Source: an optimization exercise on an open RTL-to-GDS flow (aim: small area, a short achievable clock period and few clock cycles per item). Production flows keep margins and buffers that such runs may drop. Function not checked in this run: the RTL went through the layout flow alone. Power figures rest on the tool's default switching activity, not on a simulated workload.

$ cat design/flow/run.sh
#!/bin/bash
# synth_recipe.tcl (not shown) runs the flow's synth.tcl, then flattens the netlist and writes it again
# the make line also repeats each setting of config.mk as NAME=value (left out here)
make -C /OpenROAD-flow-scripts/flow DESIGN_CONFIG=/design/flow/config.mk WORK_HOME=/design/flow/orfs CLKGATE_MAP_FILE= SYNTH_SCRIPT=/design/flow/synth_recipe.tcl finish
$ cat design/flow/config.mk
export PLATFORM = sky130hd
export DESIGN_NAME = ordered_table_insert_remove_search
export DESIGN_NICKNAME = ordered_table_insert_remove_search
export VERILOG_FILES = /design/flow/design.v
export SDC_FILE = /design/flow/constraint.sdc
export NUM_CORES = 4
export LEC_CHECK = 0
export ABC_CLOCK_PERIOD_IN_PS = 2000
export CAP_MARGIN = 20
export CORE_MARGIN = 2
export CORE_UTILIZATION = 40
export SETUP_SLACK_MARGIN = 3.3
export SLEW_MARGIN = 20
$ cat design/flow/constraint.sdc
create_clock -name core_clock -period 5.5 [get_ports {clk}]
set_input_delay 1.1000 -clock core_clock [delete_from_list [all_inputs] [get_ports {clk}]]
set_output_delay 1.1000 -clock core_clock [all_outputs]
set_load 0.01 [all_outputs]
$ cat design/flow/design.v
package otis_pkg;
	localparam int DEPTH_DEF = 16;
	localparam int REQ_W     = 3;
	localparam int POS_W     = 5;
	localparam int KEY_W     = 16;
	localparam int PAY_W     = 32;
	localparam int STAT_W    = 2;
	localparam int FPOS_W    = 4;
	localparam int CNT_OUT_W = 5;
	localparam logic [REQ_W-1:0] REQ_INSERT     = 3'd0;
	localparam logic [REQ_W-1:0] REQ_READ       = 3'd1;
	localparam logic [REQ_W-1:0] REQ_WRITE      = 3'd2;
	localparam logic [REQ_W-1:0] REQ_FIND       = 3'd3;
	localparam logic [REQ_W-1:0] REQ_REMOVE_AT  = 3'd4;
	localparam logic [REQ_W-1:0] REQ_REMOVE_KEY = 3'd5;
	localparam logic [STAT_W-1:0] STAT_OK    = 2'd0;
	localparam logic [STAT_W-1:0] STAT_RANGE = 2'd1;
	localparam logic [STAT_W-1:0] STAT_FULL  = 2'd2;
	localparam logic [STAT_W-1:0] STAT_MISS  = 2'd3;
	typedef struct packed {
		logic [REQ_W-1:0] req_type;
		logic [POS_W-1:0] position;
		logic [KEY_W-1:0] entry_key;
		logic [PAY_W-1:0] entry_payload;
	} req_t;
	typedef struct packed {
		logic [STAT_W-1:0]    status;
		logic [FPOS_W-1:0]    found_position;
		logic [KEY_W-1:0]     out_key;
		logic [PAY_W-1:0]     out_payload;
		logic [CNT_OUT_W-1:0] entry_count;
		logic                 is_empty;
	} res_t;
	typedef struct packed {
		logic [KEY_W-1:0] key;
		logic [PAY_W-1:0] payload;
	} slot_t;
	typedef enum logic [1:0] {
		RD_IDX,
		RD_IDX_DN,
		RD_IDX_UP
	} rd_sel_t;
	typedef struct packed {
		logic              load_req;
		logic              idx_ld_cnt;
		logic              idx_ld_pos;
		logic              idx_ld_zero;
		logic              idx_inc;
		logic              idx_dec;
		logic              rd_en;
		rd_sel_t           rd_sel;
		logic              wr_en;
		logic              wr_new;
		logic              cnt_inc;
		logic              cnt_dec;
		logic              cap_out;
		logic              cap_fpos;
		logic              set_status;
		logic [STAT_W-1:0] status_code;
		logic              out_load;
	} ctl_cmd_t;
	typedef struct packed {
		logic [REQ_W-1:0] req_type;
		logic             ins_bad;
		logic             pos_bad;
		logic             full;
		logic             idx_gt_pos;
		logic             idx_end;
		logic             idx_last;
		logic             key_hit;
		logic             out_free;
	} dp_sts_t;
endpackage
module ordered_table_insert_remove_search #(
	parameter int DEPTH = otis_pkg::DEPTH_DEF
) (
	input  logic           clk,
	input  logic           arst_n,
	input  logic           req_valid,
	output logic           req_stall,
	input  otis_pkg::req_t req_data,
	output logic           res_valid,
	input  logic           res_stall,
	output otis_pkg::res_t res_data
);
	localparam int N  = 16;
	localparam int KW = otis_pkg::KEY_W;
	localparam int PW = otis_pkg::PAY_W;
	logic           v_q;              
	logic [KW-1:0]  rkey_q;           
	logic [PW-1:0]  rpay_q;
	logic [4:0]     pos_q;            
	logic           t_ins_q, t_rd_q, t_wr_q, t_find_q, t_rat_q, t_rk_q;
	logic [N:0]     poh_q;            
	logic [N:0]     pge_q;            
	logic           pbig_q;           
	logic [N-1:0]   eq_q;             
	logic [KW-1:0]  key_q [N];
	logic [PW-1:0]  pay_q [N];
	logic [4:0]     cnt_q;
	logic [N-1:0]   vld_q;            
	logic           o_v, s_v;
	otis_pkg::res_t o_q, s_q, r;
	logic           fire;
	assign fire      = v_q & ~s_v;
	assign req_stall = v_q & s_v;
	logic          pos_lt_cnt, pos_le_cnt, full;
	logic          ins_ok, rd_ok, wr_ok, rat_ok, rk_ok, rem_ok, hit;
	logic [N-1:0]  eqv, pre, first, ns, up, dn, en;
	logic [3:0]    fenc;
	logic [4:0]    cnt_nxt;
	logic [KW-1:0] okey;
	logic [PW-1:0] opay;
	assign full       = cnt_q[4];
	assign pos_lt_cnt = |(poh_q[N-1:0] & vld_q);
	assign pos_le_cnt = poh_q[0] | |(poh_q[N:1] & vld_q);
	logic t_rdx;
	assign t_rdx  = t_rd_q | t_wr_q | t_rat_q;
	assign ins_ok = t_ins_q & pos_le_cnt & ~full;
	assign rd_ok  = (t_rd_q | t_wr_q | t_rat_q) & pos_lt_cnt;
	assign wr_ok  = t_wr_q & pos_lt_cnt;
	assign rat_ok = t_rat_q & pos_lt_cnt;
	always_comb begin
		eqv = eq_q & vld_q;
		for (int i = 0; i < N; i++) begin
			pre[i]   = |(eqv & N'((32'd2 << i) - 32'd1));
			first[i] = eqv[i] & ~|(eqv & N'((32'd1 << i) - 32'd1));
		end
		fenc = '0;
		for (int i = 0; i < N; i++) if (first[i]) fenc = fenc | 4'(i);
	end
	assign hit    = |eqv;
	assign rk_ok  = t_rk_q & hit;
	assign rem_ok = rat_ok | rk_ok;
	always_comb begin
		for (int i = 0; i < N; i++) begin
			ns[i] = (t_ins_q | t_wr_q) & poh_q[i];
			up[i] = t_ins_q & ~poh_q[i];
			dn[i] = ~t_ins_q & ~ns[i];
			en[i] = fire & ((((t_ins_q & ~full) | t_rat_q) & pge_q[i]) | (t_wr_q & poh_q[i]) |
			                (t_rk_q & pre[i]));
		end
	end
	logic [N-1:0] s_h, s_n, s_u, s_d;
	assign s_h = ~en;
	assign s_n = en & ns;
	assign s_u = en & up;
	assign s_d = en & dn;
	always_ff @(posedge clk) begin
		for (int i = 0; i < N; i++) begin
			key_q[i] <= ({KW{s_h[i]}} & key_q[i]) |
			            ({KW{s_n[i]}} & rkey_q) |
			            ({KW{s_u[i]}} & ((i > 0) ? key_q[(i > 0) ? i - 1 : 0] : '0)) |
			            ({KW{s_d[i]}} & ((i < N - 1) ? key_q[(i < N - 1) ? i + 1 : N - 1] : '0));
			pay_q[i] <= ({PW{s_h[i]}} & pay_q[i]) |
			            ({PW{s_n[i]}} & rpay_q) |
			            ({PW{s_u[i]}} & ((i > 0) ? pay_q[(i > 0) ? i - 1 : 0] : '0)) |
			            ({PW{s_d[i]}} & ((i < N - 1) ? pay_q[(i < N - 1) ? i + 1 : N - 1] : '0));
		end
	end
	logic [4:0] cnt_p1, cnt_m1;
	assign cnt_p1  = cnt_q + 5'd1;
	assign cnt_m1  = cnt_q - 5'd1;
	assign cnt_nxt = ins_ok ? cnt_p1 : rem_ok ? cnt_m1 : cnt_q;
	always_ff @(posedge clk or negedge arst_n) begin
		if (!arst_n) begin
			cnt_q <= '0;
			vld_q <= '0;
		end else if (fire) begin
			if (ins_ok) begin
				cnt_q <= cnt_p1;
				vld_q <= {vld_q[N-2:0], 1'b1};
			end else if (rem_ok) begin
				cnt_q <= cnt_m1;
				vld_q <= {1'b0, vld_q[N-1:1]};
			end
		end
	end
	always_comb begin
		okey = '0;
		opay = '0;
		for (int i = 0; i < N; i++) begin
			okey = okey | ({KW{t_rdx & poh_q[i] & vld_q[i]}} & key_q[i]);
			opay = opay | ({PW{(t_rdx & poh_q[i] & vld_q[i]) | (t_rk_q & first[i])}} & pay_q[i]);
		end
		if (rk_ok) okey = rkey_q;
	end
	always_comb begin
		r = '0;
		if (t_ins_q) begin
			if (!pos_le_cnt)  r.status = otis_pkg::STAT_RANGE;
			else if (full)    r.status = otis_pkg::STAT_FULL;
		end else if (t_rd_q | t_wr_q | t_rat_q) begin
			if (!pos_lt_cnt)  r.status = otis_pkg::STAT_RANGE;
		end else if (t_find_q | t_rk_q) begin
			if (!hit)         r.status = otis_pkg::STAT_MISS;
			r.found_position = fenc;
		end
		r.out_key     = okey;
		r.out_payload = opay;
		r.entry_count = cnt_nxt;
		r.is_empty    = (~vld_q[0] & ~ins_ok) | (vld_q[0] & ~vld_q[1] & rem_ok);
	end
	logic [N-1:0] c0;
	logic         cnew;
	logic [2:0]   ityp;
	logic [4:0]   ipos;
	assign ityp = req_data.req_type;
	assign ipos = req_data.position;
	always_comb begin
		for (int i = 0; i < N; i++) c0[i] = (key_q[i] == req_data.entry_key);
		cnew = (rkey_q == req_data.entry_key);
	end
	always_ff @(posedge clk or negedge arst_n) begin
		if (!arst_n) begin
			v_q <= 1'b0;
		end else if (!req_stall) begin
			v_q <= req_valid;
		end
	end
	always_ff @(posedge clk) begin
		if (!req_stall) begin
			rkey_q   <= req_data.entry_key;
			rpay_q   <= req_data.entry_payload;
			pos_q    <= ipos;
			t_ins_q  <= (ityp == otis_pkg::REQ_INSERT);
			t_rd_q   <= (ityp == otis_pkg::REQ_READ);
			t_wr_q   <= (ityp == otis_pkg::REQ_WRITE);
			t_find_q <= (ityp == otis_pkg::REQ_FIND);
			t_rat_q  <= (ityp == otis_pkg::REQ_REMOVE_AT);
			t_rk_q   <= (ityp == otis_pkg::REQ_REMOVE_KEY);
			for (int i = 0; i <= N; i++) begin
				poh_q[i] <= (ipos == 5'(i));
				pge_q[i] <= (ipos <= 5'(i));
			end
			pbig_q <= (ipos > 5'(N));
			for (int i = 0; i < N; i++) begin
				if (en[i]) begin
					eq_q[i] <= ns[i] ? cnew :
					           up[i] ? ((i > 0) ? c0[(i > 0) ? i - 1 : 0] : 1'b0) :
					           ((i < N - 1) ? c0[(i < N - 1) ? i + 1 : N - 1] : 1'b0);
				end else begin
					eq_q[i] <= c0[i];
				end
			end
		end
	end
	logic pop;
	assign pop = o_v & ~res_stall;
	always_ff @(posedge clk or negedge arst_n) begin
		if (!arst_n) begin
			o_v <= 1'b0;
			s_v <= 1'b0;
		end else begin
			o_v <= (o_v & ~pop) | s_v | fire;
			s_v <= s_v ? ~pop : (fire & o_v & ~pop);
		end
	end
	always_ff @(posedge clk) begin
		if (!o_v || pop) begin
			o_q <= s_v ? s_q : r;
		end
		if (!s_v) begin
			s_q <= r;
		end
	end
	assign res_valid = o_v;
	assign res_data  = o_q;
endmodule
==> run summary <==
- The flow did not finish.
- Progress stopped at global routing (5_1_grt).
- The first error in the log reads "[ERROR GRT-0116] Global routing finished with congestion. Check the congestion regions in the DRC Viewer".
- The library cell used as clock root buffer is clkbuf_16.
- Of all cell types, the one taking the most synthesized area is dfxtp_1.
- After detailed placement, the design holds a cell count of 6,899.
- The number of H-tree levels is 3.
- The share of the Yosys chip area taken by registers is 0.435.
- The total clock buffers created by CTS is approximately 110.
- The number of global-route vias before repair is just under 70,000.
- Detailed placement ended at an HPWL of 166 mm.
- The worst-case clock buffer depth is 3.
- The number of synthesized register bits is between 1,000 and 1,500.
- The number of synthesis warnings is 3.
- The synthesized design contains 162 enable-type register cells.
- The mean instance size in the synthesized netlist is around 9.1 um^2.
- The die height is roughly 360 um.
- The congestion estimate from routability-driven global placement came to around 1.1.
- The number of clock sinks is approximately 1,000.
- The wire length of the first global-routing pass is approximately 650 mm.
- The effective utilization at floorplan is 0.403.
- The most instantiated flip-flop cell in the synthesis netlist is dfxtp_1.
- During I/O placement, the number of pins put on the boundary was roughly 120.
- Buffers inserted to repair hold after CTS numbered 0.
- The pin count of the biggest net entering global routing is approximately 50.
- The cell area after synthesis is between 50,000 and 60,000 um^2.
- The synthesized netlist net count is between 5,000 and 6,000.
- The cell area after placement is 56,800 um^2.
- At the placement stage, the worst setup path has a slack of 1.12 ns.
- The count of standard-cell rows is 130.
- The synthesized netlist contains 67 unique library cells.
- The sum of overflow across all layers after global routing is 12.
- The global router's overall resource usage is 0.725.
- The share of synthesized area in the top cell type comes to 0.327.
- The share of flip-flops with an asynchronous set or reset is 0.0237.
- The count of buffers inserted at the top-level ports is around 120.
- The number of cells produced by synthesis is approximately 5,600.
- By area the synthesized netlist is led by dfxtp_1, a22oi_1, edfxtp_1, nand2_1, a222oi_1.
- The floorplan step set the die width to about 360 um.
## power groups by stage
stage | registers [mW] | logic, mW | clock network (mW)
CTS | 15.7 | 9.04 | 8.26
detailed placement | 15.7 | 6.80 | 0
global placement | 15.7 | 6.62 | 0
floorplan | 13.7 | 5.37 | 0
## synthesized netlist by cell type, types with 8 or more instances
library cell / instances
nor4_1: 36
and3_1: 30
a221o_1: 187
xnor2_1: 210
a21oi_1: 48
o311a_1: 16
xor2_1: 68
nor2b_1: 9
buf_1: 80
a22o_1: 136
nand2_1: 911
nor3_1: 29
mux2i_1: 22
a221oi_1: 117
nand4_1: 105
and4_1: 9
a2bb2oi_1: 10
a32oi_1: 19
and2_1: 9
a211oi_1: 26
a222oi_1: 253
o21ai_1: 8
a31oi_1: 8
dfxtp_1: 828
nand2b_1: 14
buf_2: 16
nor3b_1: 14
dfrtp_1: 24
o21ai_0: 119
a22oi_1: 1158
nor2_1: 109
nand3_1: 45
edfxtp_1: 162
clkbuf_1: 556
inv_1: 129
or2_2: 9
## routing by layer
layer | track usage | overflow
met1 | 0.729 | 0
met2 | 0.806 | 7
met3 | 0.682 | 1
met4 | 0.650 | 4
met5 | 0.527 | 0
## worst max path at each step
stage / slack [ns] / cells after the start / endpoint
2_1_floorplan: 2.72 / 10 / pay_q[15][12]
3_3_place_gp: 1.13 / 8 / eq_q[5]
3_5_place_dp: 1.12 / 8 / eq_q[5]
4_1_cts: 2.52 / 14 / pay_q[14][2]
## what timing repair did
item,4_1_cts
pin swaps,463
gates cloned,232
buffers inserted,626
endpoints found under the setup margin,1060
gates resized for setup,1640
## cells by family after synthesis
group           share of synthesized area
compound gates                      0.339
xor+xnor                           0.0480
fa+ha+maj                        0.000493
buf+inv                            0.0584
flops                               0.435
mux                               0.00479
simple gates                        0.114
